From an optimization exercise on the open Yosys and OpenROAD flow, aimed at small area, a short achievable clock period and few clock cycles per item; shortcuts taken in it are not production practice.
The RTL was checked by simulation tests, not by an equivalence proof against the original design.
No activity file was given, so power comes from the tool's default toggle rates.

[flow/config.mk]
export PLATFORM = sky130hd
export DESIGN_NAME = radix_digit_converter_core
export DESIGN_NICKNAME = radix_digit_converter_core
export VERILOG_FILES = /design/flow/design.v
export SDC_FILE = /design/flow/constraint.sdc
export NUM_CORES = 4
export LEC_CHECK = 0
export ABC_AREA = 1
export CAP_MARGIN = 20
export CORE_MARGIN = 2
export CORE_UTILIZATION = 40
export SETUP_SLACK_MARGIN = 5
export SLEW_MARGIN = 20
export TNS_END_PERCENT = 100
[flow/constraint.sdc]
create_clock -name core_clock -period 9.0 [get_ports {clk_i}]
set_input_delay 1.8000 -clock core_clock [delete_from_list [all_inputs] [get_ports {clk_i}]]
set_output_delay 1.8000 -clock core_clock [all_outputs]
set_load 0.01 [all_outputs]
[flow/design.v]
package rdc_pkg;
  localparam int unsigned VALUE_BITS_DEF = 63;
  localparam int unsigned MAX_DIGITS_DEF = 64;
  localparam int unsigned BASE_W  = 9;
  localparam int unsigned DIGIT_W = 8;
  localparam logic [BASE_W-1:0] BASE_RESET = 9'd10;
endpackage
module radix_digit_converter_core #(
  parameter int unsigned VALUE_BITS = rdc_pkg::VALUE_BITS_DEF,
  parameter int unsigned MAX_DIGITS = rdc_pkg::MAX_DIGITS_DEF
) (
  input  logic                  clk_i,
  input  logic                  rst_ni,
  input  logic                  cfg_we_i,
  input  logic [rdc_pkg::BASE_W-1:0]     cfg_wdata_i,
  input  logic                  in_valid_i,
  output logic                  in_ready_o,
  input  logic [VALUE_BITS-1:0] value_i,
  output logic                  out_valid_o,
  input  logic                  out_ready_i,
  output logic [rdc_pkg::DIGIT_W-1:0]    digit_o,
  output logic                  last_digit_o
);
  localparam int NST = 4;    
  localparam logic [1:0] PS_IDLE = 2'd0;
  localparam logic [1:0] PS_DD   = 2'd1;   
  localparam logic [1:0] PS_DIV  = 2'd2;   
  localparam logic [1:0] PS_XFER = 2'd3;   
  localparam logic [1:0] OM_P2  = 2'd0;
  localparam logic [1:0] OM_BCD = 2'd1;
  localparam logic [1:0] OM_DIV = 2'd2;
  logic [8:0] cfg_q;
  logic [8:0] beff;
  always_ff @(posedge clk_i or negedge rst_ni) begin
    if (!rst_ni) begin
      cfg_q <= rdc_pkg::BASE_RESET;
    end else if (cfg_we_i) begin
      cfg_q <= cfg_wdata_i;
    end
  end
  always_comb begin
    beff = cfg_q;
    if (cfg_q < 9'd2) begin
      beff = 9'd2;
    end else if (cfg_q > 9'd256) begin
      beff = 9'd256;
    end
  end
  logic [1:0]  ps_q, ps_d;
  logic        rdy_q, rdy_d;       
  logic        p2_q, p2_d;         
  logic [62:0] v_q, v_d;           
  logic [63:0] w_q, w_d;           
  logic [79:0] s_q, s_d;           
  logic [8:0]  b_q, b_d;
  logic [1:0]  pw_q, pw_d;         
  logic        byte_q, byte_d;     
  logic [5:0]  pp_q, pp_d;         
  logic [3:0]  vtop_q, vtop_d;     
  logic [4:0]  ntop_q, ntop_d;     
  logic [5:0]  k_q, k_d;           
  logic [5:0]  remd_q, remd_d;     
  logic        pass1_q, pass1_d;
  logic        kgt_q, kgt_d;       
  logic       rv_q, rv_d;          
  logic       rf_q, rf_d;          
  logic [4:0] rpos_q, rpos_d;      
  logic       lz_q, lz_d;          
  logic       iss_q, iss_d;        
  logic       done_q, done_d;      
  logic       sv_q [NST];          
  logic       sf_q [NST];          
  logic [4:0] sp_q [NST];          
  logic [7:0] sr_q [NST];          
  logic       sz_q [NST];          
  logic [1:0] sb_q [NST];          
  logic       sl_q [NST];          
  logic       sl_d [NST];
  logic       sv_d [NST];
  logic       sf_d [NST];
  logic [4:0] sp_d [NST];
  logic [7:0] sr_d [NST];
  logic       sz_d [NST];
  logic [1:0] sb_d [NST];
  logic        oact_q, oact_d;     
  logic [1:0]  om_q, om_d;
  logic [79:0] o_q, o_d;           
  logic [5:0]  op_q, op_d;         
  logic [1:0]  opw_q, opw_d;
  logic        olead_q, olead_d;   
  logic        ofirst_q, ofirst_d; 
  logic [4:0]  orp_q, orp_d;       
  logic [4:0]  ocnt_q, ocnt_d;     
  logic        ofinal_q, ofinal_d; 
  logic        obyte_q, obyte_d;
  logic        ov_q, ov_d;
  logic [7:0]  dig_q, dig_d;
  logic        last_q, last_d;
  logic adv;
  assign adv = !ov_q || out_ready_i;
  assign in_ready_o   = rdy_q;
  assign out_valid_o  = ov_q;
  assign digit_o      = dig_q;
  assign last_digit_o = last_q;
  logic [3:0] in_top;      
  always_comb begin
    in_top = '0;
    for (int c = 0; c < 16; c++) begin
      if (((64'(value_i) >> (4 * c)) & 64'hf) != 64'd0) in_top = 4'(c);
    end
  end
  logic [5:0] oct_start;
  always_comb begin
    oct_start = 6'd0;
    for (int i = 0; i < 21; i++) begin
      if (((64'(value_i) >> (3 * i)) & 64'h7) != 64'd0) oct_start = 6'(3 * i);
    end
  end
  logic [1:0] w_grp;       
  assign w_grp = 2'(w_q >> {pp_q[5:1], 1'b0});
  logic [1:0] w_pair;      
  assign w_pair = 2'(w_q >> {rpos_q, 1'b0});
  logic [7:0] o_win;       
  assign o_win = 8'(o_q >> {op_q[5:2], 2'b00});
  logic [3:0] o_hi, o_lo;
  logic [4:0] o_ptr;
  logic [4:0] o_top;
  always_comb begin
    logic [31:0] nz;
    logic [15:0] y16;
    logic [7:0]  y8;
    logic [3:0]  y4;
    logic [1:0]  y2;
    nz = '0;
    for (int i = 0; i < 20; i++) nz[i] = (o_q[4*i +: 4] != 4'd0);
    o_top[4] = |nz[31:16];
    y16      = o_top[4] ? nz[31:16] : nz[15:0];
    o_top[3] = |y16[15:8];
    y8       = o_top[3] ? y16[15:8] : y16[7:0];
    o_top[2] = |y8[7:4];
    y4       = o_top[2] ? y8[7:4] : y8[3:0];
    o_top[1] = |y4[3:2];
    y2       = o_top[1] ? y4[3:2] : y4[1:0];
    o_top[0] = y2[1];
  end
  assign o_ptr = ofirst_q ? o_top : orp_q;
  assign o_hi  = 4'(o_q >> {o_ptr, 2'b00});
  assign o_lo  = 4'(o_q >> {o_ptr[4:1], 3'b000});
  function automatic logic [3:0] dd_corr(input logic [3:0] d);
    dd_corr = (d >= 4'd5) ? 4'(d + 4'd3) : d;
  endfunction
  logic [79:0] dd_next;
  always_comb begin
    logic [79:0] t;
    dd_next = s_q;
    for (int j = 1; j >= 0; j--) begin
      for (int i = 0; i < 20; i++) t[4*i +: 4] = dd_corr(dd_next[4*i +: 4]);
      dd_next = {t[78:0], w_grp[j]};
    end
  end
  logic [1:0] st_q    [NST];       
  logic [7:0] st_r    [NST];       
  logic       st_z    [NST];       
  logic       st_zin  [NST];       
  always_comb begin
    for (int s = 0; s < NST; s++) begin
      logic [8:0] t, d;
      logic       n;
      logic [7:0] r;
      r         = sf_q[s] ? 8'd0 : sr_q[s];
      st_zin[s] = sf_q[s] ? 1'b0 : sz_q[s];
      for (int j = 1; j >= 0; j--) begin
        t = {r, sb_q[s][j]};
        {n, d} = {1'b0, t} - {1'b0, b_q};
        st_q[s][j] = !n;
        r = n ? t[7:0] : d[7:0];
      end
      st_r[s] = r;
      st_z[s] = st_zin[s] | (st_q[s] != 2'd0);
    end
  end
  logic       fin;
  logic [7:0] fin_dig;
  logic       fin_zero;      
  logic       fin_lastst;    
  always_comb begin
    fin        = 1'b0;
    fin_dig    = '0;
    fin_zero   = 1'b0;
    fin_lastst = 1'b0;
    for (int s = 0; s < NST; s++) begin
      if (sv_q[s] && sl_q[s]) begin
        fin        = 1'b1;
        fin_dig    = st_r[s];
        fin_zero   = !st_z[s];
        fin_lastst = (s == NST - 1);
      end
    end
  end
  logic ofin;                
  always_comb begin
    logic [3:0] dg;
    logic [5:0] step;
    oact_d   = oact_q;
    om_d     = om_q;
    o_d      = o_q;
    op_d     = op_q;
    opw_d    = opw_q;
    olead_d  = olead_q;
    ofirst_d = ofirst_q;
    orp_d    = orp_q;
    ocnt_d   = ocnt_q;
    ofinal_d = ofinal_q;
    obyte_d  = obyte_q;
    ov_d     = ov_q && !out_ready_i;
    dig_d    = dig_q;
    last_d   = last_q;
    ofin     = 1'b0;
    case (opw_q)
      2'd0:    dg = {3'd0, o_win[op_q[1:0]]};
      2'd1:    dg = {1'b0, 3'(o_win >> op_q[1:0])};
      default: dg = o_win[3:0];
    endcase
    case (opw_q)
      2'd0:    step = 6'd1;
      2'd1:    step = 6'd3;
      default: step = 6'd4;
    endcase
    if (oact_q) begin
      case (om_q)
        OM_P2: begin
          if (olead_q && dg == 4'd0 && op_q != 6'd0) begin
            op_d = op_q - step;
          end else if (adv) begin
            ov_d    = 1'b1;
            dig_d   = {4'd0, dg};
            last_d  = (op_q == 6'd0);
            olead_d = 1'b0;
            op_d    = op_q - step;
            ofin    = (op_q == 6'd0);
          end
        end
        OM_BCD: begin
          if (adv) begin
            ov_d     = 1'b1;
            ofirst_d = 1'b0;
            dig_d    = {4'd0, o_hi};
            last_d   = (o_ptr == 5'd0);
            orp_d    = o_ptr - 5'd1;
            ofin     = ofirst_q ? (o_q[79:4] == 76'd0) : (orp_q == 5'd0);
          end
        end
        default: begin
          if (adv) begin
            ov_d   = 1'b1;
            dig_d  = obyte_q ? {o_hi, o_lo} : {4'd0, o_hi};
            last_d = ofinal_q && (ocnt_q == 5'd1);
            ocnt_d = ocnt_q - 5'd1;
            orp_d  = obyte_q ? (orp_q - 5'd2) : (orp_q - 5'd1);
            ofin   = (ocnt_q == 5'd1);
          end
        end
      endcase
      if (ofin) oact_d = 1'b0;
    end
  end
  logic ofree;               
  assign ofree = !oact_q || ofin;
  assign rdy_d = (ps_d == PS_IDLE);
  logic       xfer;
  logic [1:0] xfer_om;
  logic [5:0] remd_x;      
  always_comb begin
    xfer    = ofree && (ps_q == PS_XFER || (ps_q == PS_DIV && done_q));
    xfer_om = p2_q ? OM_P2 : ((b_q == 9'd10) ? OM_BCD : OM_DIV);
    remd_x  = (ps_q == PS_DIV && pass1_q) ? k_q : remd_q;
  end
  always_comb begin
    logic [5:0] kn;
    logic [5:0] cap;
    logic [5:0] kept;
    ps_d    = ps_q;
    p2_d    = p2_q;
    v_d     = v_q;
    w_d     = w_q;
    s_d     = s_q;
    b_d     = b_q;
    pw_d    = pw_q;
    byte_d  = byte_q;
    pp_d    = pp_q;
    vtop_d  = vtop_q;
    ntop_d  = ntop_q;
    k_d     = k_q;
    remd_d  = remd_q;
    pass1_d = pass1_q;
    kgt_d   = kgt_q;
    kn   = k_q + 6'd1;
    cap  = byte_q ? 6'd10 : 6'd20;
    kept = kgt_q ? cap : k_q;
    for (int s = 0; s < NST; s++) begin
      sr_d[s] = sr_q[s];
      sz_d[s] = sz_q[s];
      if (sv_q[s]) begin
        sr_d[s] = st_r[s];
        sz_d[s] = st_z[s];
      end
    end
    rv_d    = rv_q && (rpos_q != 5'd0) && (ps_q == PS_DIV);
    rf_d    = 1'b0;
    rpos_d  = rpos_q - 5'd1;
    lz_d    = lz_q;
    iss_d   = iss_q;
    done_d  = done_q;
    sv_d[0] = rv_q && (ps_q == PS_DIV) && !done_q;
    sf_d[0] = rf_q;
    sp_d[0] = rpos_q;
    sb_d[0] = w_pair;
    sl_d[0] = (rpos_q == 5'd0);
    for (int s = 1; s < NST; s++) begin
      sv_d[s] = sv_q[s-1] && (ps_q == PS_DIV) && !done_q;
      sf_d[s] = sf_q[s-1];
      sp_d[s] = sp_q[s-1];
      sb_d[s] = st_q[s-1];
      sl_d[s] = sl_q[s-1];
    end
    if (sv_q[NST-1]) begin
      w_d[{sp_q[NST-1], 1'b0} +: 2] = st_q[NST-1];
      if (st_q[NST-1] != 2'd0 && !st_zin[NST-1]) begin
        ntop_d = sp_q[NST-1];
        lz_d   = 1'b1;
      end
    end
    if (rdy_q) begin
      v_d     = value_i;
      w_d     = 64'(value_i);
      b_d     = beff;
      byte_d  = (beff > 9'd16);
      p2_d    = (beff == 9'd2 || beff == 9'd8 || beff == 9'd16);
      vtop_d  = in_top;
      s_d     = (beff == 9'd2 || beff == 9'd8 || beff == 9'd16) ? 80'(value_i) : 80'd0;
      lz_d    = 1'b0;
      iss_d   = 1'b0;
      done_d  = 1'b0;
      k_d     = '0;
      kgt_d   = 1'b0;
      pass1_d = 1'b1;
      rf_d    = 1'b1;
      rpos_d  = {in_top, 1'b1};
      if (beff == 9'd2) begin
        pw_d = 2'd0;
        pp_d = {in_top, 2'b11};
      end else if (beff == 9'd8) begin
        pw_d = 2'd1;
        pp_d = oct_start;
      end else if (beff == 9'd16) begin
        pw_d = 2'd2;
        pp_d = {in_top, 2'b00};
      end else begin
        pw_d = 2'd2;
        pp_d = {in_top, 2'b10};
      end
    end
    case (ps_q)
      PS_IDLE: begin
        if (in_valid_i) begin
          if (beff == 9'd2 || beff == 9'd8 || beff == 9'd16) begin
            ps_d = PS_XFER;
          end else if (beff == 9'd10) begin
            ps_d = PS_DD;
          end else begin
            ps_d = PS_DIV;
            rv_d = 1'b1;
          end
        end
      end
      PS_DD: begin
        s_d  = dd_next;
        pp_d = pp_q - 6'd2;
        if (pp_q[5:1] == 5'd0) ps_d = PS_XFER;
      end
      PS_DIV: begin
        if (done_q) begin
          if (pass1_q) remd_d = k_q;
          done_d = 1'b0;
          rv_d   = 1'b0;
          ps_d   = PS_XFER;
        end else begin
          if (fin) begin
            k_d   = kn;
            kgt_d = (kn > cap);
            if (byte_q) s_d = {fin_dig, s_q[79:8]};
            else        s_d = {fin_dig[3:0], s_q[79:4]};
            if ((pass1_q && fin_zero) || (!pass1_q && kn == remd_q)) begin
              done_d = 1'b1;
            end else if (fin_lastst) begin
              iss_d = 1'b0;
              if (!iss_q) begin
                rv_d   = 1'b1;
                rf_d   = 1'b1;
                rpos_d = st_zin[NST-1] ? ntop_q : 5'd0;
                lz_d   = 1'b0;
              end
            end
          end
          if (lz_q && !iss_q && !rv_q && pass1_q) begin
            rv_d   = 1'b1;
            rf_d   = 1'b1;
            rpos_d = ntop_q;
            lz_d   = 1'b0;
            iss_d  = 1'b1;
          end
        end
      end
      default: begin   
      end
    endcase
    if (xfer) begin
      if (!p2_q && b_q != 9'd10) begin
        remd_d = remd_x - kept;
        if (kgt_q) begin
          w_d     = 64'(v_q);
          k_d     = '0;
          kgt_d   = 1'b0;
          pass1_d = 1'b0;
          ps_d    = PS_DIV;
          rv_d    = 1'b1;
          rf_d    = 1'b1;
          rpos_d  = {vtop_q, 1'b1};
          lz_d    = 1'b0;
          iss_d   = 1'b0;
        end else begin
          ps_d = PS_IDLE;
        end
      end else begin
        ps_d = PS_IDLE;
      end
    end
  end
  logic [79:0] o_n;
  logic [1:0]  om_n;
  logic [5:0]  op_n;
  logic [1:0]  opw_n;
  logic        olead_n, ofirst_n, oact_n, ofinal_n, obyte_n;
  logic [4:0]  orp_n, ocnt_n;
  always_comb begin
    logic [5:0] kept;
    kept     = kgt_q ? (byte_q ? 6'd10 : 6'd20) : k_q;
    o_n      = o_d;
    om_n     = om_d;
    op_n     = op_d;
    opw_n    = opw_d;
    olead_n  = olead_d;
    ofirst_n = ofirst_d;
    orp_n    = orp_d;
    ocnt_n   = ocnt_d;
    ofinal_n = ofinal_d;
    obyte_n  = obyte_d;
    oact_n   = oact_d;
    if (xfer) begin
      oact_n   = 1'b1;
      om_n     = xfer_om;
      o_n      = s_q;
      op_n     = pp_q;
      opw_n    = pw_q;
      olead_n  = 1'b1;
      ofirst_n = (xfer_om == OM_BCD);
      orp_n    = 5'd19;
      ocnt_n   = 5'(kept);
      ofinal_n = !kgt_q;
      obyte_n  = byte_q;
    end
  end
  always_ff @(posedge clk_i or negedge rst_ni) begin
    if (!rst_ni) begin
      ps_q   <= PS_IDLE;
      rdy_q  <= 1'b1;
      rv_q   <= 1'b0;
      oact_q <= 1'b0;
      ov_q   <= 1'b0;
      for (int s = 0; s < NST; s++) sv_q[s] <= 1'b0;
    end else begin
      ps_q   <= ps_d;
      rdy_q  <= rdy_d;
      rv_q   <= rv_d;
      oact_q <= oact_n;
      ov_q   <= ov_d;
      for (int s = 0; s < NST; s++) sv_q[s] <= sv_d[s];
    end
  end
  always_ff @(posedge clk_i) begin
    p2_q     <= p2_d;
    v_q      <= v_d;
    w_q      <= w_d;
    s_q      <= s_d;
    b_q      <= b_d;
    pw_q     <= pw_d;
    byte_q   <= byte_d;
    pp_q     <= pp_d;
    vtop_q   <= vtop_d;
    ntop_q   <= ntop_d;
    k_q      <= k_d;
    remd_q   <= remd_d;
    pass1_q  <= pass1_d;
    kgt_q    <= kgt_d;
    rf_q     <= rf_d;
    rpos_q   <= rpos_d;
    lz_q     <= lz_d;
    iss_q    <= iss_d;
    done_q   <= done_d;
    om_q     <= om_n;
    o_q      <= o_n;
    op_q     <= op_n;
    opw_q    <= opw_n;
    olead_q  <= olead_n;
    ofirst_q <= ofirst_n;
    orp_q    <= orp_n;
    ocnt_q   <= ocnt_n;
    ofinal_q <= ofinal_n;
    obyte_q  <= obyte_n;
    dig_q    <= dig_d;
    last_q   <= last_d;
    for (int s = 0; s < NST; s++) begin
      sf_q[s] <= sf_d[s];
      sp_q[s] <= sp_d[s];
      sr_q[s] <= sr_d[s];
      sz_q[s] <= sz_d[s];
      sb_q[s] <= sb_d[s];
      sl_q[s] <= sl_d[s];
    end
  end
endmodule
[flow/run.sh]
#!/bin/bash
# synth_recipe.tcl (not shown) runs the flow's synth.tcl, then flattens the netlist and writes it again
# the make line also repeats each setting of config.mk as NAME=value (left out here)
make -C /OpenROAD-flow-scripts/flow DESIGN_CONFIG=/design/flow/config.mk WORK_HOME=/design/flow/orfs CLKGATE_MAP_FILE= SYNTH_SCRIPT=/design/flow/synth_recipe.tcl finish
==> run summary <==
==> routing by layer <==
metal  share of wire  track usage  vias to the layer above
met2            0.44       0.4184                     1380
met3           0.076      0.03724                      250
met5               0            0                        -
met4           0.053       0.1351                        0
met1            0.44       0.3820                    15170
li1                -            -                    15570
==> power breakdown <==
part / internal [mW] / leakage (nW) / switching, mW
Combinational: 4.14 / 11.0 / 7.01
Clock: 1.41 / 0.915 / 0.984
Sequential: 3.27 / 4.16 / 0.733
==> per-stage QoR <==
| step | hold slack [ps] | power (mW) |
|---|---|---|
| after global routing | 318.2 | 18.90 |
| after floorplan | 309.6 | 10.42 |
| after detailed placement | 312.1 | 12.92 |
| after CTS | 313.6 | 16.43 |
| after global placement | 309.7 | 12.83 |
| final | 313.9 | 17.54 |
==> registers in the layout, summed over array words and instances, names as in the netlist, 8 cells and up <==
register	count
o_q	80
w_q	64
s_q	80
b_q	9
dig_q	8
sr_q	32
cfg_q	9
sb_q	8
sp_q	20
v_q	63
==> worst max-delay path, delay by kind of cell (launching register included) <==
kind                       cells  cell delay [ps]
adders and majority gates      2              550
and+or+nand+nor               16             1520
AOI/OAI and AO/OA              8             1250
DFF                            1              390
buffers and inverters          4              520
==> final cells by class <==
class                      instances  share of cell area
clock buffer                      67             0.03854
clock inverter                    35             0.01153
inverter                         592             0.06001
multi-input combinational       3218              0.4908
sequential                       462              0.3040
tap                             1060             0.03444
timing repair buffer             245             0.06031
timing repair inverter             2           0.0003249
==> how the worst max path moves through the flow <==
stage,startpoint,end,cells past startpoint
after global routing,b_q[4],s_q[74],27
final,b_q[1],s_q[74],30
after CTS,b_q[4],s_q[78],28
after global placement,b_q[1],s_q[78],24
after floorplan,b_q[1],s_q[73],32
after detailed placement,b_q[1],s_q[78],24
==> cell families after synthesis <==
logic type      synth area share
simple gates              0.2054
compound gates            0.2339
buf+inv                  0.09327
flops                     0.3623
fa+ha+maj                0.07756
xor+xnor                 0.02660
mux                    0.0009308
==> cell usage in the layout (no fill, tap or decap), types with 86 or more instances in the layout <==
master             n
edfxtp_1         234
buf_4            126
clkdlybuf4s50_1   87
a21oi_1          359
inv_1            554
nor2_1           401
nand3_1          215
o22ai_1           86
dfxtp_1          205
o211ai_1         137
o21ai_0          451
a31oi_1           92
ha_1             156
nand2_1          741
==> repair_timing <==
action / 4_1_cts / 5_1_grt
setup buffers: 80 / 44
hold buffers: 0 / 0
pin swaps: 67 / 85
resized for setup: 201 / 172
cloned: 4 / 3
endpoints found under the setup margin: 179 / 153
==> reports/results.txt <==
H-tree levels - 2
area taken by multi-input logic gates - 18900 um^2
cell with the most instances after synthesis - nand2_1
Post-DP HPWL - 83500 um
worst reg-to-reg path cell count - 30
Final Skew - 40.27 ps
crit path max fanout - 7
DIE HEIGHT - 288 um
crit path DAT - 4880 ps
final setup fails - 0
period utilization - 0.4782
routed wire length - 117800 um
IO Count - 88
drt pass-1 iters - 6
post-route ant nets - 0
worst hold start - sp_q[1][0]
initial antenna violation count - 0
Slowest cell on crit path - edfxtp_1
area grow syn2layout - 19.36%
PwrDens - 455.5 nW/um^2
grt total ovfl - 0
Mapped Area - 32260 um^2
initial drt markers - 3120
RR Startpoint - b_q[1]
routed len/inst - 20.74 um
worst skew pair latency - 640 ps
post-layout util - 0.4804
core area - 80160 um^2
Worst IR Drop VDD - 0.2450 mV
Slew @ Worst Pin - 1127 ps
share of the synthesized area in the top cell type - 0.2178
Layout Nets - 4846
total number of vias - 32370
clock buffer depth - 3
Worst slew margin - 0.2470
P_leak - 16.06 nW
Layout Cells excl Fill - 5681
CTS root buffer - clkbuf_16
share of layout cells above drive strength 1 - 0.1153
setup slack, reg-to-reg - 4700 ps
Crit path required time - 9570 ps
Num Clock Sinks - 462
Die W - 288 um
Synth cell types - 63
register area share after synthesis - 0.3623
hold depth - 0
worst hold path type - flop to flop
Worst setup EP type - flop
Yosys top cell by area - edfxtp_1
post-route setup slack - 4696 ps
Final Hold Viols - 0
setup TNS - 0 ps
initial core utilization - 0.4025
fin area - 38510 um^2
Max Cap Viol - 0
Ys Warns - 19
die area - 82940 um^2
total global-route track usage - 0.2747
status - complete, no violations
Period minus WS final - 4304 ps
first-pass GRT wire length - 176600 um
total CTS buffers - 54
hold endpoint - sp_q[2][0]
row cnt - 104
# diodes - 0
Register Area - 11710 um^2
drt via density - 5.698
TritonCTS clock tree - done
Placed Cells - 5448
Slew Viols, Final - 0
Placed Area - 34030 um^2
CP Class - flop to flop
FFs w/ async S/R, synth - 0.04113
Startpoint Class - flop
Area contributors post-synth - edfxtp_1 22%, dfxtp_1 13%, nand2_1 9.2%
IO buf count - 87
vias in the first global route - 29360
syn_nets - 4740
Worst-path clk slew - 70 ps
list of most frequent post-synthesis cells - 789 x nand2_1, 579 x inv_1, 521 x o21ai_0
syn avg cell area - 7.219 um^2
RSZ-0062 raised after global routing - true
gp weighted congestion - 0.9567
slowest cell delay on critical path - 390 ps
Top FF cell, synth - edfxtp_1
Post-Place Setup Slack - 3157 ps
Crit Reg-Reg Endpoint - s_q[74]
pin count of the biggest net entering global routing - 178
Post-Syn Instances - 4469
number of enable flip-flop cells after synthesis - 234
drc violations - 0
Yosys reg bits - 462
FMAX - 232.4 MHz
fillers - 8037
Testbench counts, summed over its fixed seeds: cycles 7,830, digits 4,076.

port drivers added, routing unchanged:
How much do the figures lean on ideal ports? The routed layout below was timed once more, with nothing changed but the port constraints. Step 1, drivers: a clkbuf_16 drives clk_i and a buf_2 each remaining input, both assumed. Step 2, shift: input delay + t, output delay - t, t = (earliest + latest rising clock arrival at the registers) / 2. This alone moves slack from input paths to output paths. a / b / c = ideal / step 1 / step 2; a / b = the first two.
t, ns: 0.682
setup WS [ns]: 4.696 / 4.696 / 4.369
hold slack, ns: 0.314 / 0.314 / 0.314
worst setup path after step 2: input to register
worst data-port slew with drivers (ns): 0.05
After both steps setup and hold are still met in this run. The setup slack of this run moves by 0.000 ns with the drivers and by -0.327 ns with both steps.
